Background: an optimization exercise with open tools, aiming at small area, a short achievable clock period and few clock cycles per item. Do not read the settings as production practice. No functional check of the RTL was part of any run shown here. Power figures rest on the tool's default switching activity, not on a simulated workload.

[design.v]
package npc_pkg;
  localparam int unsigned NumColors = 22;
endpackage
module nearest_palette_color_unit #(
  parameter int unsigned PALETTE_SIZE = 22
) (
  input  logic        clk_i,
  input  logic        rst_ni,
  input  logic        cfg_we_i,
  input  logic [21:0] cfg_wdata_i,
  input  logic        pixel_valid_i,
  output logic        pixel_ready_o,
  input  logic [31:0] pixel_word_i,
  output logic        result_valid_o,
  input  logic        result_ready_i,
  output logic [4:0]  color_index_o,
  output logic        none_enabled_o
);
  function automatic logic [1:0] cmp_join(input logic [1:0] hi, input logic [1:0] lo);
    cmp_join = {hi[1] | (hi[0] & lo[1]), hi[1] | (hi[0] & lo[0])};
  endfunction
  function automatic logic ge_key(input logic [11:0] x, input logic [11:0] y);
    logic [23:0] p;
    logic [23:0] q;
    q = '0;
    for (int k = 0; k < 12; k++) p[2*k +: 2] = {x[k] & ~y[k], x[k] | ~y[k]};
    q[0 +: 2] = cmp_join(p[2 +: 2], p[0 +: 2]);
    q[2 +: 2] = cmp_join(p[6 +: 2], p[4 +: 2]);
    q[4 +: 2] = cmp_join(p[10 +: 2], p[8 +: 2]);
    q[6 +: 2] = cmp_join(p[14 +: 2], p[12 +: 2]);
    q[8 +: 2] = cmp_join(p[18 +: 2], p[16 +: 2]);
    q[10 +: 2] = cmp_join(p[22 +: 2], p[20 +: 2]);
    p[0 +: 2] = cmp_join(q[2 +: 2], q[0 +: 2]);
    p[2 +: 2] = cmp_join(q[6 +: 2], q[4 +: 2]);
    p[4 +: 2] = cmp_join(q[10 +: 2], q[8 +: 2]);
    q[0 +: 2] = cmp_join(p[2 +: 2], p[0 +: 2]);
    q[2 +: 2] = p[4 +: 2];
    p[0 +: 2] = cmp_join(q[2 +: 2], q[0 +: 2]);
    ge_key = p[0];
  endfunction
  logic [21:0] enable_mask_q;
  always_ff @(posedge clk_i or negedge rst_ni) begin
    if (!rst_ni) enable_mask_q <= 22'h3fffff;
    else if (cfg_we_i) enable_mask_q <= cfg_wdata_i;
  end
  logic ready_q;
  logic take_px;
  assign pixel_ready_o = ready_q;
  assign take_px = pixel_valid_i & ready_q;
  logic [23:0] px_q;
  logic [21:0] en_q;
  logic        vin_q;
  logic [30:0] lt_q;
  always_ff @(posedge clk_i) begin
    lt_q[0] <= pixel_word_i[7:0] < 8'd187;
    lt_q[1] <= pixel_word_i[7:0] < 8'd102;
    lt_q[2] <= pixel_word_i[15:8] < 8'd102;
    lt_q[3] <= pixel_word_i[23:16] < 8'd102;
    lt_q[4] <= pixel_word_i[23:16] < 8'd128;
    lt_q[5] <= pixel_word_i[15:8] < 8'd128;
    lt_q[6] <= pixel_word_i[7:0] < 8'd191;
    lt_q[7] <= pixel_word_i[7:0] < 8'd146;
    lt_q[8] <= pixel_word_i[15:8] < 8'd211;
    lt_q[9] <= pixel_word_i[23:16] < 8'd202;
    lt_q[10] <= pixel_word_i[7:0] < 8'd34;
    lt_q[11] <= pixel_word_i[15:8] < 8'd139;
    lt_q[12] <= pixel_word_i[23:16] < 8'd34;
    lt_q[13] <= pixel_word_i[7:0] < 8'd64;
    lt_q[14] <= pixel_word_i[15:8] < 8'd224;
    lt_q[15] <= pixel_word_i[23:16] < 8'd208;
    lt_q[16] <= pixel_word_i[7:0] < 8'd128;
    lt_q[17] <= pixel_word_i[7:0] < 8'd186;
    lt_q[18] <= pixel_word_i[15:8] < 8'd184;
    lt_q[19] <= pixel_word_i[23:16] < 8'd108;
    lt_q[20] <= pixel_word_i[7:0] < 8'd135;
    lt_q[21] <= pixel_word_i[15:8] < 8'd206;
    lt_q[22] <= pixel_word_i[23:16] < 8'd235;
    lt_q[23] <= pixel_word_i[7:0] < 8'd143;
    lt_q[24] <= pixel_word_i[15:8] < 8'd21;
    lt_q[25] <= pixel_word_i[7:0] < 8'd144;
    lt_q[26] <= pixel_word_i[15:8] < 8'd238;
    lt_q[27] <= pixel_word_i[23:16] < 8'd144;
    lt_q[28] <= pixel_word_i[7:0] < 8'd165;
    lt_q[29] <= pixel_word_i[15:8] < 8'd42;
    lt_q[30] <= pixel_word_i[23:16] < 8'd42;
  end
  always_ff @(posedge clk_i) begin
    px_q <= pixel_word_i[23:0];
    en_q <= enable_mask_q;
  end
  always_ff @(posedge clk_i or negedge rst_ni) begin
    if (!rst_ni) vin_q <= 1'b0;
    else vin_q <= take_px;
  end
  logic [7:0] px_r, px_g, px_b;
  assign px_r = px_q[7:0];
  assign px_g = px_q[15:8];
  assign px_b = px_q[23:16];
  logic [7:0] mn_r_187;
  assign mn_r_187 = lt_q[0] ? px_r[7:0] : 8'd187;
  logic [6:0] mn_r_102;
  assign mn_r_102 = lt_q[1] ? px_r[6:0] : 7'd102;
  logic [6:0] mn_g_102;
  assign mn_g_102 = lt_q[2] ? px_g[6:0] : 7'd102;
  logic [6:0] mn_b_102;
  assign mn_b_102 = lt_q[3] ? px_b[6:0] : 7'd102;
  logic [7:0] mn_b_128;
  assign mn_b_128 = lt_q[4] ? px_b[7:0] : 8'd128;
  logic [7:0] mn_g_128;
  assign mn_g_128 = lt_q[5] ? px_g[7:0] : 8'd128;
  logic [7:0] mn_r_191;
  assign mn_r_191 = lt_q[6] ? px_r[7:0] : 8'd191;
  logic [7:0] mn_r_146;
  assign mn_r_146 = lt_q[7] ? px_r[7:0] : 8'd146;
  logic [7:0] mn_g_211;
  assign mn_g_211 = lt_q[8] ? px_g[7:0] : 8'd211;
  logic [7:0] mn_b_202;
  assign mn_b_202 = lt_q[9] ? px_b[7:0] : 8'd202;
  logic [5:0] mn_r_34;
  assign mn_r_34 = lt_q[10] ? px_r[5:0] : 6'd34;
  logic [7:0] mn_g_139;
  assign mn_g_139 = lt_q[11] ? px_g[7:0] : 8'd139;
  logic [5:0] mn_b_34;
  assign mn_b_34 = lt_q[12] ? px_b[5:0] : 6'd34;
  logic [6:0] mn_r_64;
  assign mn_r_64 = lt_q[13] ? px_r[6:0] : 7'd64;
  logic [7:0] mn_g_224;
  assign mn_g_224 = lt_q[14] ? px_g[7:0] : 8'd224;
  logic [7:0] mn_b_208;
  assign mn_b_208 = lt_q[15] ? px_b[7:0] : 8'd208;
  logic [7:0] mn_r_128;
  assign mn_r_128 = lt_q[16] ? px_r[7:0] : 8'd128;
  logic [7:0] mn_r_186;
  assign mn_r_186 = lt_q[17] ? px_r[7:0] : 8'd186;
  logic [7:0] mn_g_184;
  assign mn_g_184 = lt_q[18] ? px_g[7:0] : 8'd184;
  logic [6:0] mn_b_108;
  assign mn_b_108 = lt_q[19] ? px_b[6:0] : 7'd108;
  logic [7:0] mn_r_135;
  assign mn_r_135 = lt_q[20] ? px_r[7:0] : 8'd135;
  logic [7:0] mn_g_206;
  assign mn_g_206 = lt_q[21] ? px_g[7:0] : 8'd206;
  logic [7:0] mn_b_235;
  assign mn_b_235 = lt_q[22] ? px_b[7:0] : 8'd235;
  logic [7:0] mn_r_143;
  assign mn_r_143 = lt_q[23] ? px_r[7:0] : 8'd143;
  logic [4:0] mn_g_21;
  assign mn_g_21 = lt_q[24] ? px_g[4:0] : 5'd21;
  logic [7:0] mn_r_144;
  assign mn_r_144 = lt_q[25] ? px_r[7:0] : 8'd144;
  logic [7:0] mn_g_238;
  assign mn_g_238 = lt_q[26] ? px_g[7:0] : 8'd238;
  logic [7:0] mn_b_144;
  assign mn_b_144 = lt_q[27] ? px_b[7:0] : 8'd144;
  logic [7:0] mn_r_165;
  assign mn_r_165 = lt_q[28] ? px_r[7:0] : 8'd165;
  logic [5:0] mn_g_42;
  assign mn_g_42 = lt_q[29] ? px_g[5:0] : 6'd42;
  logic [5:0] mn_b_42;
  assign mn_b_42 = lt_q[30] ? px_b[5:0] : 6'd42;
  logic [11:0] k0;
  assign k0 = {en_q[0], 10'd383, 1'b1};
  logic [11:0] k1;
  assign k1 = {en_q[1], 10'(px_r) + 10'(px_g) + 10'(px_b) + 10'd1, 1'b0};
  logic [11:0] k2;
  assign k2 = {en_q[2], 10'(px_r) + 10'd256, 1'b0};
  logic [11:0] k3;
  assign k3 = {en_q[3], 10'(px_g) + 10'd256, 1'b0};
  logic [11:0] k4;
  assign k4 = {en_q[4], 10'(px_b) + 10'd256, 1'b0};
  logic [11:0] k5;
  assign k5 = {en_q[5], 10'(mn_r_187) + 10'd290, 1'b0};
  logic [11:0] k6;
  assign k6 = {en_q[6], 10'(mn_r_102) + 10'(mn_g_102) + 10'(mn_b_102) + 10'd230, 1'b1};
  logic [11:0] k7;
  assign k7 = {en_q[7], 10'(mn_b_128) + 10'd319, 1'b1};
  logic [11:0] k8;
  assign k8 = {en_q[8], 10'(mn_g_128) + 10'(mn_b_128) + 10'd255, 1'b1};
  logic [11:0] k9;
  assign k9 = {en_q[9], 10'(mn_r_191) + 10'(px_g) + 10'd160, 1'b1};
  logic [11:0] k10;
  assign k10 = {en_q[10], 10'(px_g) + 10'(px_b) + 10'd128, 1'b1};
  logic [11:0] k11;
  assign k11 = {en_q[11], 10'(mn_r_146) + 10'(mn_g_211) + 10'(mn_b_202) + 10'd104, 1'b0};
  logic [11:0] k12;
  assign k12 = {en_q[12], 10'(mn_r_34) + 10'(mn_g_139) + 10'(mn_b_34) + 10'd280, 1'b0};
  logic [11:0] k13;
  assign k13 = {en_q[13], 10'(mn_r_64) + 10'(mn_g_224) + 10'(mn_b_208) + 10'd135, 1'b1};
  logic [11:0] k14;
  assign k14 = {en_q[14], 10'(mn_r_128) + 10'd319, 1'b1};
  logic [11:0] k15;
  assign k15 = {en_q[15], 10'(mn_r_128) + 10'(mn_b_128) + 10'd255, 1'b1};
  logic [11:0] k16;
  assign k16 = {en_q[16], 10'(mn_r_186) + 10'(mn_g_184) + 10'(mn_b_108) + 10'd144, 1'b1};
  logic [11:0] k17;
  assign k17 = {en_q[17], 10'(mn_r_135) + 10'(mn_g_206) + 10'(mn_b_235) + 10'd95, 1'b1};
  logic [11:0] k18;
  assign k18 = {en_q[18], 10'(mn_r_143) + 10'(mn_g_21) + 10'd301, 1'b1};
  logic [11:0] k19;
  assign k19 = {en_q[19], 10'(mn_r_144) + 10'(mn_g_238) + 10'(mn_b_144) + 10'd120, 1'b1};
  logic [11:0] k20;
  assign k20 = {en_q[20], 10'(mn_r_165) + 10'(mn_g_42) + 10'(mn_b_42) + 10'd259, 1'b0};
  logic [11:0] k21;
  assign k21 = {en_q[21], 10'(px_r) + 10'(px_g) + 10'd128, 1'b1};
  logic [11:0] r0_0_key;
  logic [11:0] r0_1_key;
  logic [11:0] r0_2_key;
  logic [11:0] r0_3_key;
  logic [11:0] r0_4_key;
  logic [11:0] r0_5_key;
  logic [11:0] r0_6_key;
  logic [11:0] r0_7_key;
  logic [11:0] r0_8_key;
  logic [11:0] r0_9_key;
  logic [11:0] r0_10_key;
  logic [11:0] r0_11_key;
  logic [11:0] r0_12_key;
  logic [11:0] r0_13_key;
  logic [11:0] r0_14_key;
  logic [11:0] r0_15_key;
  logic [11:0] r0_16_key;
  logic [11:0] r0_17_key;
  logic [11:0] r0_18_key;
  logic [11:0] r0_19_key;
  logic [11:0] r0_20_key;
  logic [11:0] r0_21_key;
  logic vs0_q;
  always_ff @(posedge clk_i) begin
    r0_0_key <= k0;
    r0_1_key <= k1;
    r0_2_key <= k2;
    r0_3_key <= k3;
    r0_4_key <= k4;
    r0_5_key <= k5;
    r0_6_key <= k6;
    r0_7_key <= k7;
    r0_8_key <= k8;
    r0_9_key <= k9;
    r0_10_key <= k10;
    r0_11_key <= k11;
    r0_12_key <= k12;
    r0_13_key <= k13;
    r0_14_key <= k14;
    r0_15_key <= k15;
    r0_16_key <= k16;
    r0_17_key <= k17;
    r0_18_key <= k18;
    r0_19_key <= k19;
    r0_20_key <= k20;
    r0_21_key <= k21;
  end
  always_ff @(posedge clk_i or negedge rst_ni) begin
    if (!rst_ni) vs0_q <= 1'b0;
    else vs0_q <= vin_q;
  end
  logic [11:0] t1_0_key;
  logic [0:0] t1_0_idx;
  logic t1_0_ge01;
  assign t1_0_ge01 = ge_key(r0_0_key, r0_1_key);
  logic t1_0_w0;
  assign t1_0_w0 = t1_0_ge01;
  logic t1_0_w1;
  assign t1_0_w1 = !t1_0_ge01;
  assign t1_0_key = t1_0_w0 ? r0_0_key : r0_1_key;
  assign t1_0_idx = 1'(t1_0_w0 ? 1'd0 : 1'd1);
  logic [11:0] t1_1_key;
  logic [0:0] t1_1_idx;
  logic t1_1_ge01;
  assign t1_1_ge01 = ge_key(r0_2_key, r0_3_key);
  logic t1_1_w0;
  assign t1_1_w0 = t1_1_ge01;
  logic t1_1_w1;
  assign t1_1_w1 = !t1_1_ge01;
  assign t1_1_key = t1_1_w0 ? r0_2_key : r0_3_key;
  assign t1_1_idx = 1'(t1_1_w0 ? 1'd0 : 1'd1);
  logic [11:0] t1_2_key;
  logic [0:0] t1_2_idx;
  logic t1_2_ge01;
  assign t1_2_ge01 = ge_key(r0_4_key, r0_5_key);
  logic t1_2_w0;
  assign t1_2_w0 = t1_2_ge01;
  logic t1_2_w1;
  assign t1_2_w1 = !t1_2_ge01;
  assign t1_2_key = t1_2_w0 ? r0_4_key : r0_5_key;
  assign t1_2_idx = 1'(t1_2_w0 ? 1'd0 : 1'd1);
  logic [11:0] t1_3_key;
  logic [0:0] t1_3_idx;
  logic t1_3_ge01;
  assign t1_3_ge01 = ge_key(r0_6_key, r0_7_key);
  logic t1_3_w0;
  assign t1_3_w0 = t1_3_ge01;
  logic t1_3_w1;
  assign t1_3_w1 = !t1_3_ge01;
  assign t1_3_key = t1_3_w0 ? r0_6_key : r0_7_key;
  assign t1_3_idx = 1'(t1_3_w0 ? 1'd0 : 1'd1);
  logic [11:0] t1_4_key;
  logic [0:0] t1_4_idx;
  logic t1_4_ge01;
  assign t1_4_ge01 = ge_key(r0_8_key, r0_9_key);
  logic t1_4_w0;
  assign t1_4_w0 = t1_4_ge01;
  logic t1_4_w1;
  assign t1_4_w1 = !t1_4_ge01;
  assign t1_4_key = t1_4_w0 ? r0_8_key : r0_9_key;
  assign t1_4_idx = 1'(t1_4_w0 ? 1'd0 : 1'd1);
  logic [11:0] t1_5_key;
  logic [0:0] t1_5_idx;
  logic t1_5_ge01;
  assign t1_5_ge01 = ge_key(r0_10_key, r0_11_key);
  logic t1_5_w0;
  assign t1_5_w0 = t1_5_ge01;
  logic t1_5_w1;
  assign t1_5_w1 = !t1_5_ge01;
  assign t1_5_key = t1_5_w0 ? r0_10_key : r0_11_key;
  assign t1_5_idx = 1'(t1_5_w0 ? 1'd0 : 1'd1);
  logic [11:0] t1_6_key;
  logic [0:0] t1_6_idx;
  logic t1_6_ge01;
  assign t1_6_ge01 = ge_key(r0_12_key, r0_13_key);
  logic t1_6_w0;
  assign t1_6_w0 = t1_6_ge01;
  logic t1_6_w1;
  assign t1_6_w1 = !t1_6_ge01;
  assign t1_6_key = t1_6_w0 ? r0_12_key : r0_13_key;
  assign t1_6_idx = 1'(t1_6_w0 ? 1'd0 : 1'd1);
  logic [11:0] t1_7_key;
  logic [0:0] t1_7_idx;
  logic t1_7_ge01;
  assign t1_7_ge01 = ge_key(r0_14_key, r0_15_key);
  logic t1_7_w0;
  assign t1_7_w0 = t1_7_ge01;
  logic t1_7_w1;
  assign t1_7_w1 = !t1_7_ge01;
  assign t1_7_key = t1_7_w0 ? r0_14_key : r0_15_key;
  assign t1_7_idx = 1'(t1_7_w0 ? 1'd0 : 1'd1);
  logic [11:0] t1_8_key;
  logic [0:0] t1_8_idx;
  logic t1_8_ge01;
  assign t1_8_ge01 = ge_key(r0_16_key, r0_17_key);
  logic t1_8_w0;
  assign t1_8_w0 = t1_8_ge01;
  logic t1_8_w1;
  assign t1_8_w1 = !t1_8_ge01;
  assign t1_8_key = t1_8_w0 ? r0_16_key : r0_17_key;
  assign t1_8_idx = 1'(t1_8_w0 ? 1'd0 : 1'd1);
  logic [11:0] t1_9_key;
  logic [0:0] t1_9_idx;
  logic t1_9_ge01;
  assign t1_9_ge01 = ge_key(r0_18_key, r0_19_key);
  logic t1_9_w0;
  assign t1_9_w0 = t1_9_ge01;
  logic t1_9_w1;
  assign t1_9_w1 = !t1_9_ge01;
  assign t1_9_key = t1_9_w0 ? r0_18_key : r0_19_key;
  assign t1_9_idx = 1'(t1_9_w0 ? 1'd0 : 1'd1);
  logic [11:0] t1_10_key;
  logic [0:0] t1_10_idx;
  logic t1_10_ge01;
  assign t1_10_ge01 = ge_key(r0_20_key, r0_21_key);
  logic t1_10_w0;
  assign t1_10_w0 = t1_10_ge01;
  logic t1_10_w1;
  assign t1_10_w1 = !t1_10_ge01;
  assign t1_10_key = t1_10_w0 ? r0_20_key : r0_21_key;
  assign t1_10_idx = 1'(t1_10_w0 ? 1'd0 : 1'd1);
  logic [11:0] t2_0_key;
  logic [1:0] t2_0_idx;
  logic t2_0_ge01;
  assign t2_0_ge01 = ge_key(t1_0_key, t1_1_key);
  logic t2_0_w0;
  assign t2_0_w0 = t2_0_ge01;
  logic t2_0_w1;
  assign t2_0_w1 = !t2_0_ge01;
  assign t2_0_key = t2_0_w0 ? t1_0_key : t1_1_key;
  assign t2_0_idx = 2'(t2_0_w0 ? {1'd0, t1_0_idx} : {1'd1, t1_1_idx});
  logic [11:0] t2_1_key;
  logic [1:0] t2_1_idx;
  logic t2_1_ge01;
  assign t2_1_ge01 = ge_key(t1_2_key, t1_3_key);
  logic t2_1_w0;
  assign t2_1_w0 = t2_1_ge01;
  logic t2_1_w1;
  assign t2_1_w1 = !t2_1_ge01;
  assign t2_1_key = t2_1_w0 ? t1_2_key : t1_3_key;
  assign t2_1_idx = 2'(t2_1_w0 ? {1'd0, t1_2_idx} : {1'd1, t1_3_idx});
  logic [11:0] t2_2_key;
  logic [1:0] t2_2_idx;
  logic t2_2_ge01;
  assign t2_2_ge01 = ge_key(t1_4_key, t1_5_key);
  logic t2_2_w0;
  assign t2_2_w0 = t2_2_ge01;
  logic t2_2_w1;
  assign t2_2_w1 = !t2_2_ge01;
  assign t2_2_key = t2_2_w0 ? t1_4_key : t1_5_key;
  assign t2_2_idx = 2'(t2_2_w0 ? {1'd0, t1_4_idx} : {1'd1, t1_5_idx});
  logic [11:0] t2_3_key;
  logic [1:0] t2_3_idx;
  logic t2_3_ge01;
  assign t2_3_ge01 = ge_key(t1_6_key, t1_7_key);
  logic t2_3_w0;
  assign t2_3_w0 = t2_3_ge01;
  logic t2_3_w1;
  assign t2_3_w1 = !t2_3_ge01;
  assign t2_3_key = t2_3_w0 ? t1_6_key : t1_7_key;
  assign t2_3_idx = 2'(t2_3_w0 ? {1'd0, t1_6_idx} : {1'd1, t1_7_idx});
  logic [11:0] t2_4_key;
  logic [1:0] t2_4_idx;
  logic t2_4_ge01;
  assign t2_4_ge01 = ge_key(t1_8_key, t1_9_key);
  logic t2_4_w0;
  assign t2_4_w0 = t2_4_ge01;
  logic t2_4_w1;
  assign t2_4_w1 = !t2_4_ge01;
  assign t2_4_key = t2_4_w0 ? t1_8_key : t1_9_key;
  assign t2_4_idx = 2'(t2_4_w0 ? {1'd0, t1_8_idx} : {1'd1, t1_9_idx});
  logic [11:0] t2_5_key;
  logic [1:0] t2_5_idx;
  assign t2_5_key = t1_10_key;
  assign t2_5_idx = 2'(t1_10_idx);
  logic [11:0] r2_0_key;
  logic [1:0] r2_0_idx;
  logic [11:0] r2_1_key;
  logic [1:0] r2_1_idx;
  logic [11:0] r2_2_key;
  logic [1:0] r2_2_idx;
  logic [11:0] r2_3_key;
  logic [1:0] r2_3_idx;
  logic [11:0] r2_4_key;
  logic [1:0] r2_4_idx;
  logic [11:0] r2_5_key;
  logic [1:0] r2_5_idx;
  logic vs2_q;
  always_ff @(posedge clk_i) begin
    r2_0_key <= t2_0_key;
    r2_0_idx <= t2_0_idx;
    r2_1_key <= t2_1_key;
    r2_1_idx <= t2_1_idx;
    r2_2_key <= t2_2_key;
    r2_2_idx <= t2_2_idx;
    r2_3_key <= t2_3_key;
    r2_3_idx <= t2_3_idx;
    r2_4_key <= t2_4_key;
    r2_4_idx <= t2_4_idx;
    r2_5_key <= t2_5_key;
    r2_5_idx <= t2_5_idx;
  end
  always_ff @(posedge clk_i or negedge rst_ni) begin
    if (!rst_ni) vs2_q <= 1'b0;
    else vs2_q <= vs0_q;
  end
  logic [11:0] t3_0_key;
  logic [2:0] t3_0_idx;
  logic t3_0_ge01;
  assign t3_0_ge01 = ge_key(r2_0_key, r2_1_key);
  logic t3_0_w0;
  assign t3_0_w0 = t3_0_ge01;
  logic t3_0_w1;
  assign t3_0_w1 = !t3_0_ge01;
  assign t3_0_key = t3_0_w0 ? r2_0_key : r2_1_key;
  assign t3_0_idx = 3'(t3_0_w0 ? {1'd0, r2_0_idx} : {1'd1, r2_1_idx});
  logic [11:0] t3_1_key;
  logic [2:0] t3_1_idx;
  logic t3_1_ge01;
  assign t3_1_ge01 = ge_key(r2_2_key, r2_3_key);
  logic t3_1_w0;
  assign t3_1_w0 = t3_1_ge01;
  logic t3_1_w1;
  assign t3_1_w1 = !t3_1_ge01;
  assign t3_1_key = t3_1_w0 ? r2_2_key : r2_3_key;
  assign t3_1_idx = 3'(t3_1_w0 ? {1'd0, r2_2_idx} : {1'd1, r2_3_idx});
  logic [11:0] t3_2_key;
  logic [2:0] t3_2_idx;
  logic t3_2_ge01;
  assign t3_2_ge01 = ge_key(r2_4_key, r2_5_key);
  logic t3_2_w0;
  assign t3_2_w0 = t3_2_ge01;
  logic t3_2_w1;
  assign t3_2_w1 = !t3_2_ge01;
  assign t3_2_key = t3_2_w0 ? r2_4_key : r2_5_key;
  assign t3_2_idx = 3'(t3_2_w0 ? {1'd0, r2_4_idx} : {1'd1, r2_5_idx});
  logic [11:0] t4_0_key;
  logic [3:0] t4_0_idx;
  logic t4_0_ge01;
  assign t4_0_ge01 = ge_key(t3_0_key, t3_1_key);
  logic t4_0_w0;
  assign t4_0_w0 = t4_0_ge01;
  logic t4_0_w1;
  assign t4_0_w1 = !t4_0_ge01;
  assign t4_0_key = t4_0_w0 ? t3_0_key : t3_1_key;
  assign t4_0_idx = 4'(t4_0_w0 ? {1'd0, t3_0_idx} : {1'd1, t3_1_idx});
  logic [11:0] t4_1_key;
  logic [3:0] t4_1_idx;
  assign t4_1_key = t3_2_key;
  assign t4_1_idx = 4'(t3_2_idx);
  logic [11:0] r4_0_key;
  logic [3:0] r4_0_idx;
  logic [11:0] r4_1_key;
  logic [3:0] r4_1_idx;
  logic vs4_q;
  always_ff @(posedge clk_i) begin
    r4_0_key <= t4_0_key;
    r4_0_idx <= t4_0_idx;
    r4_1_key <= t4_1_key;
    r4_1_idx <= t4_1_idx;
  end
  always_ff @(posedge clk_i or negedge rst_ni) begin
    if (!rst_ni) vs4_q <= 1'b0;
    else vs4_q <= vs2_q;
  end
  logic [11:0] t5_0_key;
  logic [4:0] t5_0_idx;
  logic t5_0_ge01;
  assign t5_0_ge01 = ge_key(r4_0_key, r4_1_key);
  logic t5_0_w0;
  assign t5_0_w0 = t5_0_ge01;
  logic t5_0_w1;
  assign t5_0_w1 = !t5_0_ge01;
  assign t5_0_key = t5_0_w0 ? r4_0_key : r4_1_key;
  assign t5_0_idx = 5'(t5_0_w0 ? {1'd0, r4_0_idx} : {1'd1, r4_1_idx});
  logic [5:0] res;
  logic      res_v;
  assign res = {!t5_0_key[11], t5_0_key[11] ? 5'(t5_0_idx) : 5'd0};
  assign res_v = vs4_q;
  logic [5:0] q_v;
  logic [5:0] q0_q;
  logic [5:0] q1_q;
  logic [5:0] q2_q;
  logic [5:0] q3_q;
  logic [5:0] q4_q;
  logic [5:0] q5_q;
  logic take_res;
  assign take_res = q_v[0] & result_ready_i;
  assign result_valid_o = q_v[0];
  assign color_index_o = q0_q[4:0];
  assign none_enabled_o = q0_q[5];
  logic [5:0] sh_v;
  logic [5:0] nx_v;
  assign sh_v = take_res ? (q_v >> 1) : q_v;
  assign nx_v = sh_v | (res_v ? ((sh_v + 1'b1) & ~sh_v) : '0);
  always_ff @(posedge clk_i) begin
    q0_q <= sh_v[0] ? (take_res ? q1_q : q0_q) : res;
    q1_q <= sh_v[1] ? (take_res ? q2_q : q1_q) : res;
    q2_q <= sh_v[2] ? (take_res ? q3_q : q2_q) : res;
    q3_q <= sh_v[3] ? (take_res ? q4_q : q3_q) : res;
    q4_q <= sh_v[4] ? (take_res ? q5_q : q4_q) : res;
    q5_q <= sh_v[5] ? q5_q : res;
  end
  always_ff @(posedge clk_i or negedge rst_ni) begin
    if (!rst_ni) q_v <= '0;
    else q_v <= nx_v;
  end
  logic [2:0] occ_q;
  logic [2:0] occ_nx;
  assign occ_nx = occ_q + 3'(take_px) - 3'(take_res);
  always_ff @(posedge clk_i or negedge rst_ni) begin
    if (!rst_ni) begin
      occ_q   <= '0;
      ready_q <= 1'b0;
    end else begin
      occ_q   <= occ_nx;
      ready_q <= occ_nx < 3'd6;
    end
  end
endmodule
[run.sh]
#!/bin/bash
# synth_recipe.tcl (not shown) runs the flow's synth.tcl, then flattens the netlist and writes it again
# the make line also repeats each setting of config.mk as NAME=value (left out here)
make -C /OpenROAD-flow-scripts/flow DESIGN_CONFIG=/design/flow/config.mk WORK_HOME=/design/flow/orfs CLKGATE_MAP_FILE= SYNTH_SCRIPT=/design/flow/synth_recipe.tcl finish
[config.mk]
export PLATFORM = sky130hd
export DESIGN_NAME = nearest_palette_color_unit
export DESIGN_NICKNAME = nearest_palette_color_unit
export VERILOG_FILES = /design/flow/design.v
export SDC_FILE = /design/flow/constraint.sdc
export NUM_CORES = 4
export LEC_CHECK = 0
export ABC_AREA = 1
export CAP_MARGIN = 20
export CORE_MARGIN = 2
export CORE_UTILIZATION = 40
export SETUP_SLACK_MARGIN = 2.2
export SLEW_MARGIN = 20
[constraint.sdc]
create_clock -name core_clock -period 5.5 [get_ports {clk_i}]
set_input_delay 1.1000 -clock core_clock [delete_from_list [all_inputs] [get_ports {clk_i}]]
set_output_delay 1.1000 -clock core_clock [all_outputs]
set_load 0.01 [all_outputs]
==> results of run 1 <==
==> stage by stage <==
step / utilization / hold WS, ps / cell area [sq um]
floorplan: - / 309.6 / 27720
global placement: 0.4250 / 310.5 / 29150
detailed placement: 0.4250 / 312.1 / 29150
CTS: 0.4533 / 325.5 / 31090
global route: 0.4545 / 326.6 / 31170
finish: 0.4546 / 322.7 / 31180
==> repair_timing <==
action / in CTS / in global routing
setup endpoints to repair: 24 / 43
pin swaps: 0 / 1
hold buffers: 0 / 0
setup buffers: 0 / 4
gates resized for setup: 13 / 19
cloned: 0 / 0
==> where the power goes <==
group	internal, mW	switching (mW)
Combinational	3.00	6.52
Sequential	4.84	0.670
Clock	2.37	1.51
==> final cells by class <==
| class | count | area share |
|---|---|---|
| clock buffer | 65 | 0.04559 |
| inverter | 684 | 0.08259 |
| clock inverter | 32 | 0.01601 |
| antenna | 1 | 0.00008026 |
| multi-input combinational | 2487 | 0.4649 |
| timing repair buffer | 74 | 0.02227 |
| sequential | 486 | 0.3312 |
| tap | 931 | 0.03736 |
==> how the worst min path moves through the flow <==
| stage | end | start | slack [ps] |
|---|---|---|---|
| after floorplan | r0_0_key[11] | en_q[0] | 310 |
| after global placement | r0_19_key[11] | en_q[19] | 310 |
| after detailed placement | r0_5_key[11] | en_q[5] | 310 |
| after CTS | r0_9_key[11] | en_q[9] | 330 |
| after global routing | r0_16_key[11] | en_q[16] | 330 |
| final | r0_9_key[11] | en_q[9] | 320 |
==> cells by family after synthesis <==
logic type / Yosys count / share of synthesized area
buffers and inverters: 748 / 0.1068
xor gates and xnor gates: 96 / 0.03034
adders and majority gates: 281 / 0.1458
AOI/OAI and AO/OA: 418 / 0.08736
and+or+nand+nor: 1670 / 0.2492
muxes: 22 / 0.008939
DFF: 486 / 0.3715
==> critical path, stage by stage (launching register included) <==
cell and delay (ps):
dfxtp_2 590, inv_1 360, nand2_1 170, fa_1 420, ha_1 210, ha_1 210, fa_1 410, a31oi_1 230
nor2_1 60, o21ai_0 150, nand2_1 80, xor2_1 150
==> layer usage <==
metal / vias to the layer above / global-route usage
met1: 9935 / 0.2709
met4: 0 / 0.07394
li1: 11670 / -
met2: 422 / 0.3171
met5: - / 0
met3: 122 / 0.02437
==> flip-flops by register name, summed over array words and instances, names as in the netlist, 12 cells and up <==
| signal | cells |
|---|---|
| en_q | 22 |
| enable_mask_q | 22 |
| lt_q | 31 |
| px_q | 24 |
| r2_0_key | 12 |
| r2_1_key | 12 |
| r2_2_key | 12 |
| r2_3_key | 12 |
| r2_5_key | 12 |
| r4_0_key | 12 |
| r4_1_key | 12 |
==> cells in the final DEF (no fill, tap or decap), types with 15 or more instances in the layout <==
cell,count
nand3_1,205
buf_4,15
o21ai_1,31
o21ai_0,163
xnor2_1,22
a21oi_1,133
nor2_1,247
nand3b_1,16
a31oi_1,15
clkbuf_16,53
mux2_2,22
inv_1,664
ha_1,211
fa_1,70
dfxtp_1,402
edfxtp_1,36
nand2_1,1104
dfstp_2,22
clkdlybuf4s50_1,56
xor2_1,74
nand2_2,26
==> results.toml, run 1 <==
[finish]
layout.cells.non_filler = 4760
syn2layout_area_growth_pct = 12.49
layout-drive-gt1-share = 0.06897
multi_input_area_sq_um = 14500
fin_nets = 4125
fillCellCount = 6863
regArea_sq_um = 10320

[placed_design]
placed_cells = 4658
hpwlAfterDp_microns = 53100
dp_slack_ps = 1919
place_congestion = 0.8724
portBuffers = 58

[setup_path]
critical_path_required_ps = 6000
crit_path_start_kind = "flop"
crit_arrival_ps = 3670
rr_startpoint = "px_q[17]"
crit_type = "reg2reg"
crit_path_end = "r0_11_key[9]"
ff2ff_setup_slack_ps = 2330
critPathMaxFanout = 9
r2r_end = "r0_11_key[9]"
cp-end-kind = "flop"
worstSetupStartpoint = "px_q[17]"
r2r_cells = 11

[pwr]
irDropWorstVdd_mv = 0.3255
p_leak_nw = 16.63
finalPower_mw = 18.91
p_per_area_nw_per_um2 = 606.5

[logic_synthesis]
ys_ff_latch = 486
syn_inst = 3721
synth_most_common_cell = "nand2_1"
syn_area_sq_um = 27720
yosys-top-cells-count = "nand2_1, inv_1, dfxtp_1"
synth-main-ff-cell = "dfxtp_1"
syn-num-nets = 4061
ys_warn_count = 1
synth-edff-count = 36
syn_area_per_cell_sq_um = 7.448
synthTopCellsByArea = "dfxtp_1, nand2_1, ha_1"
synthArstFlopShare = 0.07407
synth_cell_type_count = 62
synth_top_area_cell = "dfxtp_1"
synth_top_area_frac = 0.2990
yosysSeqAreaShare = 0.3715

[die]
core-area_sq_um = 68590
start_util = 0.4041
die_area_sq_um = 71410
dieWidth_microns = 267.2
rows = 96
io_pins = 67
die_height_microns = 267.2

[sta]
tns_ps = 0
max_freq_mhz = 315.5
fin_crit_sh = 0.5762
skew_ps = 28.38
worst_slew_margin_rel = 0.2992
rsz0062_at_grt = "no"
hold_viol_final = 0
setup_ws_ps = 2331
tightest_slew_ps = 1050
setup_violations = 0
min_period_ps = 3169
slew_viol_final = 0

[hold_path]
min_path_type = "reg2reg"
hold_path_depth = 0

[drt]
vias = 22150
met2_length_microns = 30680
drc = 0
viasPerCell = 4.654
wl_microns = 69260
drtIter0Drc = 1413
routed-wl-met3_microns = 3241
antenna_left = 0
routed.top_layer = "met4"
routedWlPerCell_microns = 14.55
wl_met1_microns = 32950
firstDrtPassIters = 5

[status]
status = "timing/DRC/antenna clean"

[global_routing]
grt_usage = 0.1973
grt_pass1_wl_microns = 110400
grt_overflow = 0
grt_pass1_vias = 20750
grt_max_degree = 37
antenna_found_initial = 3

[clock_network]
clkLatencyLatePin_ps = 620
cts-buffers-inserted = 52
cts_buffer_depth = 3
cts_root_buffer = "clkbuf_16"
cts_tree = "done"
h-tree-depth = 2
clk_pin_slew_ps = 60
cts.sinks = 486

[flow_run]
cap_viol_max_count = 0
==> run 2: changes to the inputs <==
--- a/config.mk
+++ b/config.mk
@@ -11,3 +11,3 @@
 export CORE_UTILIZATION = 40
-export SETUP_SLACK_MARGIN = 2.2
+export SETUP_SLACK_MARGIN = 2.6
 export SLEW_MARGIN = 20
==> results.toml, run 2 <==
[clock_network]
cts_root_buffer = "clkbuf_16"
cts_tree = "done"
clkLatencyLatePin_ps = 620
cts.sinks = 486
clk_pin_slew_ps = 60
holdBufCountCts = 0
cts_buffer_depth = 3
cts-buffers-inserted = 55
h-tree-depth = 2

[setup_path]
slowest_delay_ps = 560
worstSetupStartpoint = "px_q[0]"
r2r_cells = 12
crit_type = "reg2reg"
r2r_end = "r0_1_key[9]"
crit_slowest_cell = "fa_2"
cp_num_buf_inv = 2
crit_path_start_kind = "flop"
crit_cells = 12
path_cells = "buf_6, ha_2, fa_2, inv_1, fa_1, o21ai_1, a21oi_1, o21bai_1, nand2_1, nand2_1, a21oi_1, xor2_1"
crit_path_end = "r0_1_key[9]"
ff2ff_setup_slack_ps = 2650
cp-end-kind = "flop"
rr_startpoint = "px_q[0]"
crit_arrival_ps = 3340
critical_path_required_ps = 5990
crit_family = "adder cells"
critPathMaxFanout = 13

[global_routing]
antenna_found_initial = 3
grt_overflow = 0
grt_max_degree = 37
grt_pass1_vias = 21110
grt_pass1_wl_microns = 111400
grt_usage = 0.1994

[drt]
routedWlPerCell_microns = 14.69
drtIter0Drc = 1312
wl_microns = 70830
antenna_left = 0
firstDrtPassIters = 5
vias = 22540
drc = 0
viasPerCell = 4.674

[die]
die_area_sq_um = 71410
dieWidth_microns = 267.2
rows = 96
die_height_microns = 267.2
core-area_sq_um = 68590
io_pins = 67
start_util = 0.4041

[logic_synthesis]
yosysSeqAreaShare = 0.3715
synth_most_common_cell = "nand2_1"
yosys-top-cells-count = "nand2_1, inv_1, dfxtp_1"
ys_ff_latch = 486
syn-num-nets = 4061
synthTopCellsByArea = "dfxtp_1, nand2_1, ha_1"
synth-main-ff-cell = "dfxtp_1"
syn_area_sq_um = 27720
syn_area_per_cell_sq_um = 7.448
synth-edff-count = 36
synth_top_area_cell = "dfxtp_1"
synthArstFlopShare = 0.07407
synth_cell_type_count = 62
ys_warn_count = 1
syn_inst = 3721
synth_top_area_frac = 0.2990

[sta]
tns_ps = 0
fin_crit_sh = 0.5188
hold_viol_final = 0
setup_violations = 0
worst_slew_margin_rel = 0.3169
slew_viol_final = 0
tightest_slew_ps = 1014
skew_ps = 29.10
min_period_ps = 2853
rsz0062_at_grt = "yes"
max_freq_mhz = 350.5

[pwr]
irDropWorstVdd_mv = 0.3852
p_leak_nw = 16.91
net-switching-power_mw = 8.899
clock_power_share = 0.191
internal_power_mw = 10.25
p_per_area_nw_per_um2 = 597.5
swShare = 0.4647
p_comb_frac = 0.522
p_seq_frac = 0.287

[finish]
largestRegisters = "lt_q (31), px_q (24)"
top_register = "lt_q"
final_common_cell = "nand2_1"
final_cell_mix = "nand2_1, inv_1, dfxtp_1"
layout-drive-gt1-share = 0.1031
fillCellCount = 6777
fin_nets = 4184
largest_register_ffs = 31
layout.cells.non_filler = 4822
syn2layout_area_growth_pct = 15.63

[placed_design]
placed_cells = 4658
portBuffers = 58
place_congestion = 0.8737
hpwlAfterDp_microns = 53150

[status]
status = "timing/DRC/antenna clean"

[flow_run]
cap_viol_max_count = 0

[hold_path]
hold_path_startpoint = "en_q[12]"
min_path_type = "reg2reg"
-- run 2: cell families after synthesis --
family,count (synthesis),share of synthesized area
AO/OA/AOI/OAI,418,0.08736
XOR/XNOR,96,0.03034
adder cells (fa/ha/maj),281,0.1458
buffers and inverters,748,0.1068
flip-flops,486,0.3715
multiplexers,22,0.008939
AND/OR/NAND/NOR,1670,0.2492
-- run 2: power by group through the flow --
stage / Clock, mW / Sequential [mW] / Combinational, mW
floorplan: 0 / 5.30 / 7.51
global placement: 0 / 5.56 / 9.32
detailed placement: 0 / 5.57 / 9.42
CTS: 3.74 / 5.49 / 9.65
global route: 3.90 / 5.61 / 11.4
finish: 3.66 / 5.49 / 10.0
-- run 2: worst min path at each step --
stage / depth (start not counted) / end / slack [ps]
6_report: 0 / r0_12_key[11] / 320
3_3_place_gp: 0 / r0_19_key[11] / 310
2_1_floorplan: 0 / r0_0_key[11] / 310
4_1_cts: 0 / r0_12_key[11] / 320
5_1_grt: 0 / r0_17_key[11] / 330
3_5_place_dp: 0 / r0_8_key[11] / 310
-- run 2: stage by stage --
| step | hold slack [ps] | util | total power, mW | worst slack, ps | cell area, sq um |
|---|---|---|---|---|---|
| 2_1_floorplan | 309.6 | - | 12.82 | 2606 | 27720 |
| 3_5_place_dp | 312.1 | 0.4250 | 14.99 | 1867 | 29150 |
| 3_3_place_gp | 310.2 | 0.4250 | 14.88 | 1942 | 29150 |
| 6_report | 322.5 | 0.4673 | 19.15 | 2647 | 32050 |
| 5_1_grt | 331.8 | 0.4672 | 20.91 | 2523 | 32050 |
| 4_1_cts | 324.2 | 0.4583 | 18.89 | 2572 | 31430 |
-- run 2: layout make-up --
type                            instances  area (sq um)  area share
Sequential cell                       486         10360      0.3233
Clock inverter                         32         331.6     0.01035
Multi-Input combinational cell       2488         14900      0.4650
Inverter                              684          2582     0.08058
Timing Repair Buffer                  129          1197     0.03736
Tap cell                              931          1165     0.03635
Antenna cell                            1         2.502  0.00007808
Clock buffer                           71          1508     0.04704
-- run 2: metal layers --
| metal | vias up | GRT usage | share of wire |
|---|---|---|---|
| met5 | - | 0 | 0.00023 |
| li1 | 11800 | - | - |
| met4 | 2 | 0.07440 | 0.037 |
| met2 | 493 | 0.3268 | 0.45 |
| met3 | 136 | 0.02740 | 0.052 |
| met1 | 10110 | 0.2668 | 0.46 |
-- run 2: repair_timing --
| action | 4_1_cts | 5_1_grt |
|---|---|---|
| resized for setup | 73 | 87 |
| pin swaps | 5 | 20 |
| setup buffers | 27 | 32 |
| setup endpoints to repair | 120 | 111 |
| cloned | 0 | 1 |
==> run 3: changes to the inputs <==
--- a/config.mk
+++ b/config.mk
@@ -7,3 +7,2 @@
 export LEC_CHECK = 0
-export ABC_AREA = 1
 export CAP_MARGIN = 20
==> results.toml, run 3 <==
[drt]
drtIter0Drc = 874
routedWlPerCell_microns = 18.64
antenna_left = 0
vias = 20560
firstDrtPassIters = 5
wl_microns = 73790
viasPerCell = 5.193
drc = 0

[finish]
layout-drive-gt1-share = 0.3167
final_common_cell = "inv_1"
final_area_sq_um = 35110
utilization = 0.5322
largestRegisters = "lt_q (31), px_q (24)"
syn2layout_area_growth_pct = 31.16
final_cell_mix = "inv_1, dfxtp_1, ha_1"
fin_nets = 3391
top_register = "lt_q"
largest_register_ffs = 31

[pwr]
swShare = 0.3690
irDropWorstVdd_mv = 0.3651
p_comb_frac = 0.545
net-switching-power_mw = 7.703
internal_power_mw = 13.17
p_leak_nw = 15.69
p_seq_frac = 0.272
p_per_area_nw_per_um2 = 594.4
clock_power_share = 0.183

[setup_path]
cp-end-kind = "flop"
critPathMaxFanout = 5
crit_type = "reg2reg"
crit_path_start_kind = "flop"
crit_arrival_ps = 4110
worstSetupStartpoint = "r0_20_key[1]"
critical_path_required_ps = 6000
rr_startpoint = "r0_20_key[1]"

[logic_synthesis]
syn-num-nets = 3089
syn_area_sq_um = 26770
yosysSeqAreaShare = 0.3846
synth_cell_type_count = 85
syn_inst = 2749
synthTopCellsByArea = "dfxtp_1, ha_1, inv_1"
synth_most_common_cell = "dfxtp_1"
synth_top_area_frac = 0.3096
ys_ff_latch = 486
yosys-top-cells-count = "dfxtp_1, inv_1, ha_1"
synthArstFlopShare = 0.07407
synth_top_area_cell = "dfxtp_1"
syn_area_per_cell_sq_um = 9.739
synth-edff-count = 36
ys_warn_count = 1
synth-main-ff-cell = "dfxtp_1"

[global_routing]
grt_max_degree = 37
grt_usage = 0.2053
grt_pass1_wl_microns = 112400
grt_pass1_vias = 20970
grt_overflow = 0
antenna_found_initial = 1

[clock_network]
cts_buffer_depth = 3
clkLatencyLatePin_ps = 620
cts-buffers-inserted = 54
clk_pin_slew_ps = 60
cts_tree = "done"
holdBufCountCts = 0
h-tree-depth = 2
cts.sinks = 486
cts_root_buffer = "clkbuf_16"

[placed_design]
hpwlAfterDp_microns = 51470
dpl_cell_area_sq_um = 28640
portBuffers = 58
place_congestion = 0.8662

[die]
io_pins = 67
core-area_sq_um = 65980
rows = 94
start_util = 0.4058
die_area_sq_um = 69010
dieWidth_microns = 262.7
die_height_microns = 262.7

[sta]
skew_ps = 39.49
tightest_slew_ps = 865.5
tns_ps = 0
max_freq_mhz = 276.7
fin_crit_sh = 0.6571
hold_viol_final = 0
rsz0062_at_grt = "yes"
worst_slew_margin_rel = 0.4216
min_period_ps = 3614
slew_viol_final = 0
setup_violations = 0

[hold_path]
min_path_type = "reg2reg"
hold_path_startpoint = "en_q[12]"

[flow_run]
cap_viol_max_count = 0

[status]
status = "timing/DRC/antenna clean"
## run 3: path summary, 6_finish.rpt
check / endpoint / slack, ps / depth (start not counted)
worst max-delay path: r2_5_key[6] / 1890 / 12
worst min-delay path: r0_12_key[11] / 320 / 0
worst max register to register: r2_5_key[6] / 1890 / 12
worst min register to register: r0_12_key[11] / 320 / 0
max in group asynchronous: enable_mask_q[16] / 4480 / 2
min in group asynchronous: q_v[4] / 610 / 2
## run 3: layout make-up
type,count,area [sq um]
fillers,5642,30870
multi-input cells,1829,17280
flip-flops and latches,486,10500
repair buffers,300,2918
clock buffers,78,1580
inverters,380,1430
well taps,864,1081
clock inverters,21,330.3
diodes,1,2.502
## run 3: metal layers
| layer | vias to the layer above | track usage | share of wire |
|---|---|---|---|
| li1 | 9958 | - | - |
| met1 | 10000 | 0.2617 | 0.44 |
| met2 | 464 | 0.3572 | 0.49 |
| met3 | 134 | 0.02905 | 0.042 |
| met4 | 0 | 0.06679 | 0.030 |
| met5 | - | 0 | 0 |
## run 3: cells by family (layout without fill, tap and decap cells)
family,Yosys count,count (layout),synth area share
compound gates,524,528,0.1295
xor+xnor,101,101,0.03304
fa+ha+maj,377,377,0.1878
buf+inv,441,779,0.06449
flops,486,486,0.3846
mux,209,209,0.08375
other cells,0,1,0
simple gates,611,614,0.1168
## run 3: through the flow
step | hold slack [ps] | setup slack [ps] | power, mW | cells
floorplan | 309.5 | 1964 | 11.28 | 2749
global placement | 310.5 | 1116 | 12.77 | 3633
detailed placement | 312.0 | 1049 | 12.99 | 3633
CTS | 324.0 | 1857 | 19.62 | 3891
global route | 327.9 | 1807 | 22.03 | 3958
finish | 321.2 | 1886 | 20.87 | 3959
## run 3: worst max-delay path, cell delays in order (launching register included)
cell and delay, ps:
dfxtp_2 320, nor2b_4 120, maj3_2 290, maj3_2 290, maj3_2 290, maj3_2 300, maj3_2 300, maj3_2 310
maj3_2 340, maj3_2 320, o211ai_2 80, and2_4 240, mux2_4 310
## run 3: power by group through the flow
stage | clock, mW | sequential (mW) | combinational, mW
final | 3.82 | 5.68 | 11.4
after global routing | 4.04 | 5.79 | 12.2
after floorplan | 0 | 5.28 | 6.00
after detailed placement | 0 | 5.62 | 7.37
after CTS | 3.89 | 5.61 | 10.1
after global placement | 0 | 5.58 | 7.18
## run 3: what timing repair did
item                       CTS  global route
setup endpoints to repair  188           167
pin swaps                  124           191
gates resized for setup    394           298
cloned                       9             2
setup buffers              150            65
==> run 4: changes to the inputs <==
--- a/config.mk
+++ b/config.mk
@@ -7,5 +7,6 @@
 export LEC_CHECK = 0
+export ABC_AREA = 1
 export CAP_MARGIN = 20
 export CORE_MARGIN = 2
-export CORE_UTILIZATION = 40
+export CORE_UTILIZATION = 60
 export SETUP_SLACK_MARGIN = 2.6
==> results.toml, run 4 <==
[logic_synthesis]
yosysSeqAreaShare = 0.3715
synthArstFlopShare = 0.07407
synthTopCellsByArea = "dfxtp_1, nand2_1, ha_1"
ys_ff_latch = 486
syn_inst = 3721
syn_area_per_cell_sq_um = 7.448
syn_area_sq_um = 27720
synth-edff-count = 36
synth-main-ff-cell = "dfxtp_1"
syn-num-nets = 4061
synth_top_area_cell = "dfxtp_1"
yosys-top-cells-count = "nand2_1, inv_1, dfxtp_1"
synth_top_area_frac = 0.2990
synth_most_common_cell = "nand2_1"
synth_cell_type_count = 62
ys_warn_count = 1

[setup_path]
slowest_delay_ps = 580
crit_family = "compound AO/OA/AOI/OAI gates"
critical_path_required_ps = 5990
cp_num_buf_inv = 2
crit_path_start_kind = "flop"
r2r_cells = 11
crit_slowest_cell = "dfxtp_2"
path_cells = "nand2_1, ha_1, inv_1, ha_1, inv_1, fa_1, o21ai_0, a21oi_1, o21bai_1, nand2_1, a21oi_1"
crit_type = "reg2reg"
crit_cells = 11
crit_arrival_ps = 3380
critPathMaxFanout = 11
cp-end-kind = "flop"

[die]
die_area_sq_um = 47930
start_util = 0.6094
die_height_microns = 218.9
core-area_sq_um = 45480
io_pins = 67
rows = 78
dieWidth_microns = 218.9

[clock_network]
cts.sinks = 486
clkLatencyLatePin_ps = 630
clk_pin_slew_ps = 60
cts-buffers-inserted = 50
cts_buffer_depth = 3
cts_tree = "done"
cts_root_buffer = "clkbuf_16"
h-tree-depth = 2

[placed_design]
portBuffers = 58
hpwlAfterDp_microns = 55050
place_congestion = 0.9322

[sta]
worst_slew_margin_rel = 0.4723
min_period_ps = 2888
hold_viol_final = 0
tns_ps = 0
setup_violations = 0
max_freq_mhz = 346.2
rsz0062_at_grt = "yes"
tightest_slew_ps = 790.5
fin_crit_sh = 0.5251
skew_ps = 37.02
slew_viol_final = 0

[global_routing]
grt_pass1_wl_microns = 113200
antenna_found_initial = 5
grt_max_degree = 31
grt_usage = 0.3045
grt_pass1_vias = 22120
grt_overflow = 0

[pwr]
finalPower_mw = 19.15
irDropWorstVdd_mv = 1.002
p_leak_nw = 16.82
p_per_area_nw_per_um2 = 607.6

[status]
status = "timing/DRC/antenna clean"

[finish]
final_cell_mix = "nand2_1, inv_1, dfxtp_1"
largest_register_ffs = 31
fin_nets = 4171
final_common_cell = "nand2_1"
syn2layout_area_growth_pct = 13.70
fillCellCount = 3870
layout-drive-gt1-share = 0.1007
largestRegisters = "lt_q (31), px_q (24)"
diodes = 0
top_register = "lt_q"

[drt]
drc = 0
firstDrtPassIters = 5
vias = 23440
routedWlPerCell_microns = 16.34
viasPerCell = 5.242
antenna_left = 0
drtIter0Drc = 1818
wl_microns = 73070

[flow_run]
cap_viol_max_count = 0

[hold_path]
hold_path_depth = 0
min_path_type = "reg2reg"
## run 4: cell types whose count changed after synthesis, sizes merged, moves of 43 or more
cell and change:
nand2b -101, mux2i -116, inv +301, maj3 -96, xnor2 -43, nor2 +165, nand3 +184, nand2 +965
nor2b -130, o21ai +102, mux2 -71
## run 4: worst reg2reg max path: cells and delay by family, from the launching register on
family / cells / cell delay [ps]
compound gates: 4 / 890
fa+ha+maj: 3 / 830
flops: 1 / 580
simple gates: 2 / 350
buf+inv: 2 / 100
## run 4: cell type report
cell class | count | area (sq um) | area share
Clock buffer | 73 | 1409 | 0.04471
Clock inverter | 19 | 271.5 | 0.008616
Inverter | 684 | 2585 | 0.08203
Multi-Input combinational cell | 2487 | 14940 | 0.4742
Sequential cell | 486 | 10380 | 0.3293
Tap cell | 600 | 750.7 | 0.02382
Timing Repair Buffer | 122 | 1177 | 0.03736
## run 4: per-stage QoR
step	util	hold WS (ps)	area, sq um	setup WS, ps	instances
detailed placement	0.6321	312.1	28750	1944	4328
CTS	0.6782	325.4	30840	2557	4443
floorplan	-	309.6	27720	2606	3721
global route	0.6929	331.6	31510	2405	4471
global placement	0.6321	310.3	28750	2024	4328
finish	0.6929	325.9	31510	2612	4471
## run 4: repair_timing
item	CTS	global route
setup buffers	23	28
gates resized for setup	78	107
setup endpoints to repair	101	105
pin swaps	6	35
hold buffers	0	0
## run 4: path summary, 6_finish.rpt
check | startpoint | slack [ps] | end
setup / recovery | px_q[16] | 2610 | r0_8_key[10]
min in group asynchronous | rst_ni | 660 | enable_mask_q[13]
max in group asynchronous | rst_ni | 4250 | enable_mask_q[4]
setup reg to reg | px_q[16] | 2610 | r0_8_key[10]
hold reg to reg | en_q[13] | 330 | r0_13_key[11]
hold / removal | en_q[13] | 330 | r0_13_key[11]
## run 4: per-layer routing
metal	vias to the layer above	track usage	routed length, microns
met1	10790	0.4140	32180
met2	715	0.4962	32820
met3	166	0.04324	5281
li1	11770	-	-
met5	-	0	0
met4	0	0.1077	2790
## run 4: power by group
part	internal, mW	switching (mW)	total (mW)	leakage, nW
Sequential	4.84	0.690	5.53	4.29
Clock	2.03	1.43	3.46	0.813
Combinational	3.36	6.80	10.2	11.7
## run 4: logic make-up after synthesis
kind of cell	count (synthesis)	synth area share
muxes	22	0.008939
xor gates and xnor gates	96	0.03034
buffers and inverters	748	0.1068
AOI/OAI and AO/OA	418	0.08736
DFF	486	0.3715
adders and majority gates	281	0.1458
and+or+nand+nor	1670	0.2492
==> run 5: changes to the inputs <==
--- a/config.mk
+++ b/config.mk
@@ -10,4 +10,4 @@
 export CORE_MARGIN = 2
-export CORE_UTILIZATION = 60
-export SETUP_SLACK_MARGIN = 2.6
+export CORE_UTILIZATION = 40
+export SETUP_SLACK_MARGIN = 2.8
 export SLEW_MARGIN = 20
==> results.toml, run 5 <==
[placed_design]
dp_slack_ps = 1891
hpwlAfterDp_microns = 53540
placed_cells = 4659
portBuffers = 58
place_congestion = 0.8733
dpl_cell_area_sq_um = 29230

[setup_path]
rr_startpoint = "px_q[2]"
cp-end-kind = "flop"
worstSetupStartpoint = "px_q[2]"
crit_type = "reg2reg"
crit_path_start_kind = "flop"
crit_arrival_ps = 3250
critical_path_required_ps = 5970
critPathMaxFanout = 6

[logic_synthesis]
syn-num-nets = 4061
yosysSeqAreaShare = 0.3715
synth_top_area_frac = 0.2990
syn_area_per_cell_sq_um = 7.448
synthTopCellsByArea = "dfxtp_1, nand2_1, ha_1"
synth_most_common_cell = "nand2_1"
syn_area_sq_um = 27720
synthArstFlopShare = 0.07407
synth_top_area_cell = "dfxtp_1"
syn_inst = 3721
synth-main-ff-cell = "dfxtp_1"
synth-edff-count = 36
ys_warn_count = 1
synth_cell_type_count = 62
yosys-top-cells-count = "nand2_1, inv_1, dfxtp_1"
ys_ff_latch = 486

[finish]
layout-drive-gt1-share = 0.1775
syn2layout_area_growth_pct = 23.63
final_common_cell = "nand2_1"
largest_register_ffs = 31
final_cell_mix = "nand2_1, inv_1, dfxtp_1"
fillCellCount = 6447
top_register = "lt_q"
final_area_sq_um = 34260
utilization = 0.4996
layout.cells.non_filler = 4927
largestRegisters = "lt_q (31), px_q (24)"
fin_nets = 4292

[clock_network]
clkLatencyLatePin_ps = 610
cts_root_buffer = "clkbuf_16"
cts_tree = "done"
h-tree-depth = 2
cts-buffers-inserted = 53
holdBufCountCts = 0
cts_buffer_depth = 3
clk_pin_slew_ps = 60
cts.sinks = 486

[drt]
vias = 23180
viasPerCell = 4.705
antenna_left = 0
drc = 0
wl_microns = 74460
firstDrtPassIters = 5
routedWlPerCell_microns = 15.11
drtIter0Drc = 1320

[die]
start_util = 0.4041
io_pins = 67
rows = 96
dieWidth_microns = 267.2
die_height_microns = 267.2
core-area_sq_um = 68590
die_area_sq_um = 71410

[global_routing]
grt_max_degree = 37
grt_pass1_vias = 21430
grt_usage = 0.2023
grt_pass1_wl_microns = 112900
grt_overflow = 0
antenna_found_initial = 1

[sta]
hold_viol_final = 0
slew_viol_final = 0
min_period_ps = 2778
worst_slew_margin_rel = 0.4304
tns_ps = 0
setup_violations = 0
setup_ws_ps = 2722
skew_ps = 18.81
tightest_slew_ps = 854.5
fin_crit_sh = 0.5050
rsz0062_at_grt = "yes"
max_freq_mhz = 360.0
whs_ps = 323.9

[pwr]
finalPower_mw = 20.37
irDropWorstVdd_mv = 0.3372
p_leak_nw = 17.61
p_per_area_nw_per_um2 = 594.4

[flow_run]
cap_viol_max_count = 0

[hold_path]
hold_path_startpoint = "en_q[16]"
min_path_type = "reg2reg"

[status]
status = "timing/DRC/antenna clean"
run 5: layer usage:
layer / routed length, microns / vias to the layer above / global-route usage / share of wire
li1: - / 12040 / - / -
met1: 33470 / 10520 / 0.2693 / 0.45
met2: 34230 / 492 / 0.3354 / 0.46
met3: 3882 / 133 / 0.02409 / 0.052
met4: 2875 / 0 / 0.07759 / 0.039
met5: 0 / - / 0 / 0
run 5: report_power, final:
part | internal [mW] | switching (mW) | total [mW]
combinational | 3.96 | 7.17 | 11.1
sequential | 4.84 | 0.650 | 5.49
clock | 2.26 | 1.49 | 3.74
run 5: logic make-up after synthesis:
logic type | Yosys count | share of synthesized area
buffers and inverters | 748 | 0.1068
and+or+nand+nor | 1670 | 0.2492
DFF | 486 | 0.3715
muxes | 22 | 0.008939
adders and majority gates | 281 | 0.1458
xor gates and xnor gates | 96 | 0.03034
AOI/OAI and AO/OA | 418 | 0.08736
run 5: path summary, 6_finish.rpt:
| check | endpoint | slack (ps) | cells past startpoint |
|---|---|---|---|
| max | r0_1_key[9] | 2720 | 17 |
| min | r0_16_key[11] | 320 | 0 |
| max reg2reg | r0_1_key[9] | 2720 | 17 |
| min reg2reg | r0_16_key[11] | 320 | 0 |
| max in group asynchronous | ready_q | 4470 | 2 |
| min in group asynchronous | q_v[3] | 620 | 2 |
run 5: critical path, cell delays in order (launching register included):
cell and delay (ps):
dfxtp_4 390, buf_8 140, buf_12 120, buf_6 110, ha_4 250, a21oi_2 130, nand2_2 90, xnor2_1 130
inv_1 100, ha_4 300, nand2_1 70, o21ai_2 180, a21oi_2 80, o21bai_2 170, nand2_2 90, nand2_2 70
a21oi_2 50, xor2_1 160
run 5: cell type report:
| cell class | instances | area [sq um] | share of cell area |
|---|---|---|---|
| inverter | 684 | 2601 | 0.07592 |
| sequential | 486 | 10390 | 0.3033 |
| clock inverter | 25 | 335.3 | 0.009786 |
| multi-input combinational | 2492 | 16000 | 0.4669 |
| tap | 931 | 1165 | 0.03400 |
| clock buffer | 73 | 1544 | 0.04506 |
| antenna | 1 | 2.502 | 0.00007303 |
| timing repair buffer | 235 | 2227 | 0.06500 |
run 5: repair_timing:
| action | CTS | global route |
|---|---|---|
| hold endpoints to repair | 0 | 0 |
| resized for setup | 168 | 278 |
| setup buffers | 81 | 82 |
| pin swaps | 65 | 121 |
| endpoints found under the setup margin | 153 | 129 |
| gates cloned | 0 | 6 |
==> run 6: changes to the inputs <==
--- a/config.mk
+++ b/config.mk
@@ -11,3 +11,3 @@
 export CORE_UTILIZATION = 40
-export SETUP_SLACK_MARGIN = 2.8
+export SETUP_SLACK_MARGIN = 2.5
 export SLEW_MARGIN = 20
==> results.toml, run 6 <==
[status]
status = "timing/DRC/antenna clean"

[logic_synthesis]
ys_ff_latch = 486
ys_warn_count = 1
yosys-top-cells-count = "nand2_1, inv_1, dfxtp_1"
synth-main-ff-cell = "dfxtp_1"
synth_top_area_cell = "dfxtp_1"
yosysSeqAreaShare = 0.3715
synthArstFlopShare = 0.07407
synth-edff-count = 36
syn_inst = 3721
syn_area_per_cell_sq_um = 7.448
synth_top_area_frac = 0.2990
syn_area_sq_um = 27720
synth_cell_type_count = 62
syn-num-nets = 4061
synth_most_common_cell = "nand2_1"
synthTopCellsByArea = "dfxtp_1, nand2_1, ha_1"

[setup_path]
r2r_cells = 11
crit_type = "reg2reg"
ff2ff_setup_slack_ps = 2580
rr_startpoint = "px_q[9]"
crit_arrival_ps = 3420
critPathMaxFanout = 10
critical_path_required_ps = 6000
worstSetupStartpoint = "px_q[9]"
r2r_end = "r0_11_key[9]"
cp-end-kind = "flop"
crit_path_start_kind = "flop"

[placed_design]
place_congestion = 0.8724
dpl_cell_area_sq_um = 29150
placed_cells = 4658
portBuffers = 58
hpwlAfterDp_microns = 53100

[sta]
tns_ps = 0
fin_crit_sh = 0.5307
hold_viol_final = 0
max_freq_mhz = 342.6
rsz0062_at_grt = "yes"
slew_viol_final = 0
skew_ps = 27.09
tightest_slew_ps = 1003
setup_violations = 0
worst_slew_margin_rel = 0.3246
whs_ps = 324.2
min_period_ps = 2919

[finish]
diodes = 0
fin_nets = 4153
final_cell_mix = "nand2_1, inv_1, dfxtp_1"
final_area_sq_um = 31590
layout.cells.non_filler = 4787
layout-drive-gt1-share = 0.08402
utilization = 0.4605
top_register = "lt_q"
syn2layout_area_growth_pct = 13.97
final_common_cell = "nand2_1"
largestRegisters = "lt_q (31), px_q (24)"
largest_register_ffs = 31

[pwr]
net-switching-power_mw = 8.806
p_comb_frac = 0.511
p_leak_nw = 16.79
p_seq_frac = 0.287
p_per_area_nw_per_um2 = 607.5
internal_power_mw = 10.38
irDropWorstVdd_mv = 0.3558
clock_power_share = 0.202
swShare = 0.4589

[clock_network]
h-tree-depth = 2
cts.sinks = 486
cts-buffers-inserted = 52
clkLatencyLatePin_ps = 620
clk_pin_slew_ps = 60
cts_tree = "done"
cts_root_buffer = "clkbuf_16"
holdBufCountCts = 0
cts_buffer_depth = 3

[drt]
routedWlPerCell_microns = 14.57
vias = 22260
wl_microns = 69770
firstDrtPassIters = 5
drtIter0Drc = 1395
viasPerCell = 4.650
antenna_left = 0
drc = 0

[die]
die_height_microns = 267.2
dieWidth_microns = 267.2
io_pins = 67
rows = 96
core-area_sq_um = 68590
start_util = 0.4041
die_area_sq_um = 71410

[hold_path]
hold_path_depth = 0
min_to = "r0_9_key[11]"
hold_path_startpoint = "en_q[9]"
min_path_type = "reg2reg"

[global_routing]
grt_pass1_vias = 20840
grt_overflow = 0
grt_max_degree = 37
antenna_found_initial = 3
grt_pass1_wl_microns = 110900
grt_usage = 0.1984

[flow_run]
cap_viol_max_count = 0
## run 6: cell counts after synthesis
Identical to the previous run, type by type.
## run 6: final cells by class
class                      count  area (sq um)
tap                          931          1165
sequential                   486         10360
multi-input combinational   2487         14610
inverter                     684          2586
fill                        6817         37000
clock buffer                  65          1421
clock inverter                32         499.2
timing repair buffer         102         942.2
## run 6: metal layers
| layer | up-vias | wire [microns] | track usage |
|---|---|---|---|
| met1 | 9969 | 32740 | 0.2710 |
| met2 | 438 | 30980 | 0.3210 |
| met5 | - | 0 | 0 |
| met4 | 0 | 2546 | 0.07425 |
| li1 | 11730 | - | - |
| met3 | 124 | 3500 | 0.02372 |
## run 6: logic make-up (layout without fill, tap and decap cells)
group                    after synthesis  count (layout)  share of synthesized area
adder cells (fa/ha/maj)              281             281                     0.1458
AND/OR/NAND/NOR                     1670            1670                     0.2492
XOR/XNOR                              96              96                    0.03034
flip-flops                           486             486                     0.3715
buffers and inverters                748             883                     0.1068
multiplexers                          22              22                   0.008939
AO/OA/AOI/OAI                        418             418                    0.08736
## run 6: critical path: stages (launching register included)
cell     delay [ps]
dfxtp_4         370
buf_12          150
or2_2           310
fa_1            390
ha_1            290
ha_1            230
fa_1            420
a31oi_2         190
nor2_1           50
o21ai_0         150
nand2_1          80
xor2_1          150
## run 6: power by group through the flow
stage          logic (mW)  clock network, mW  registers, mW
2_1_floorplan        7.51                  0           5.30
3_3_place_gp         9.34                  0           5.56
3_5_place_dp         9.40                  0           5.58
4_1_cts              9.55               3.97           5.51
5_1_grt              11.2               4.11           5.62
6_report             9.80               3.89           5.50
## run 6: worst max path at each step
stage | endpoint | cells after the start | slack [ps]
floorplan | r0_20_key[8] | 12 | 2520
global placement | r0_20_key[8] | 10 | 1930
detailed placement | r0_20_key[8] | 10 | 1920
CTS | r0_13_key[9] | 14 | 2500
global route | r0_17_key[9] | 14 | 2450
finish | r0_11_key[9] | 11 | 2580
## run 6: what timing repair did
item,CTS,global route
setup endpoints to repair,93,102
setup buffers,7,25
gates resized for setup,49,51
pin swaps,2,5
## run 6: metrics by stage
stage | power (mW) | setup slack, ps
after CTS | 19.03 | 2502
after floorplan | 12.82 | 2524
after global placement | 14.89 | 1935
final | 19.19 | 2581
after detailed placement | 14.98 | 1919
after global routing | 20.92 | 2448

## afterwards: timing with drivers on the ports
The results above use ideal ports. As a check the final layouts listed here were re-extracted and re-timed, cells and wires unchanged. Step 1 assumes that a clkbuf_16 drives the clock port and a buf_2 every other input. Step 2 times the ports against the registers' clock, not the clock port: input delays grow and output delays shrink by t, the midpoint of the rising clock arrivals with the driver on. a / b / c = no drivers / after step 1 / after step 2; a / b = the first two.
run	t (ns)	slack for setup (ns)	hold WS [ns]	clock arrival spread, ns	worst data-port slew with drivers (ns)
run 1	0.659	2.331 / 2.331 / 1.904	0.323 / 0.323 / 0.323	0.029 / 0.030	0.05
run 2	0.666	2.647 / 2.647 / 2.241	0.323 / 0.323 / 0.323	0.030 / 0.030	0.05
run 3	0.655	1.886 / 1.886 / 1.886	0.321 / 0.321 / 0.321	0.041 / 0.041	0.05
run 4	0.666	2.612 / 2.612 / 2.252	0.326 / 0.326 / 0.326	0.039 / 0.038	0.04
run 5	0.665	2.722 / 2.722 / 2.392	0.324 / 0.324 / 0.324	0.022 / 0.023	0.04
run 6	0.661	2.581 / 2.581 / 2.218	0.324 / 0.324 / 0.324	0.027 / 0.027	0.05
After both steps every run listed still meets setup and hold. The setup slack of run 1, which loses most, moves by 0.000 ns with the drivers and by -0.427 ns with both steps.
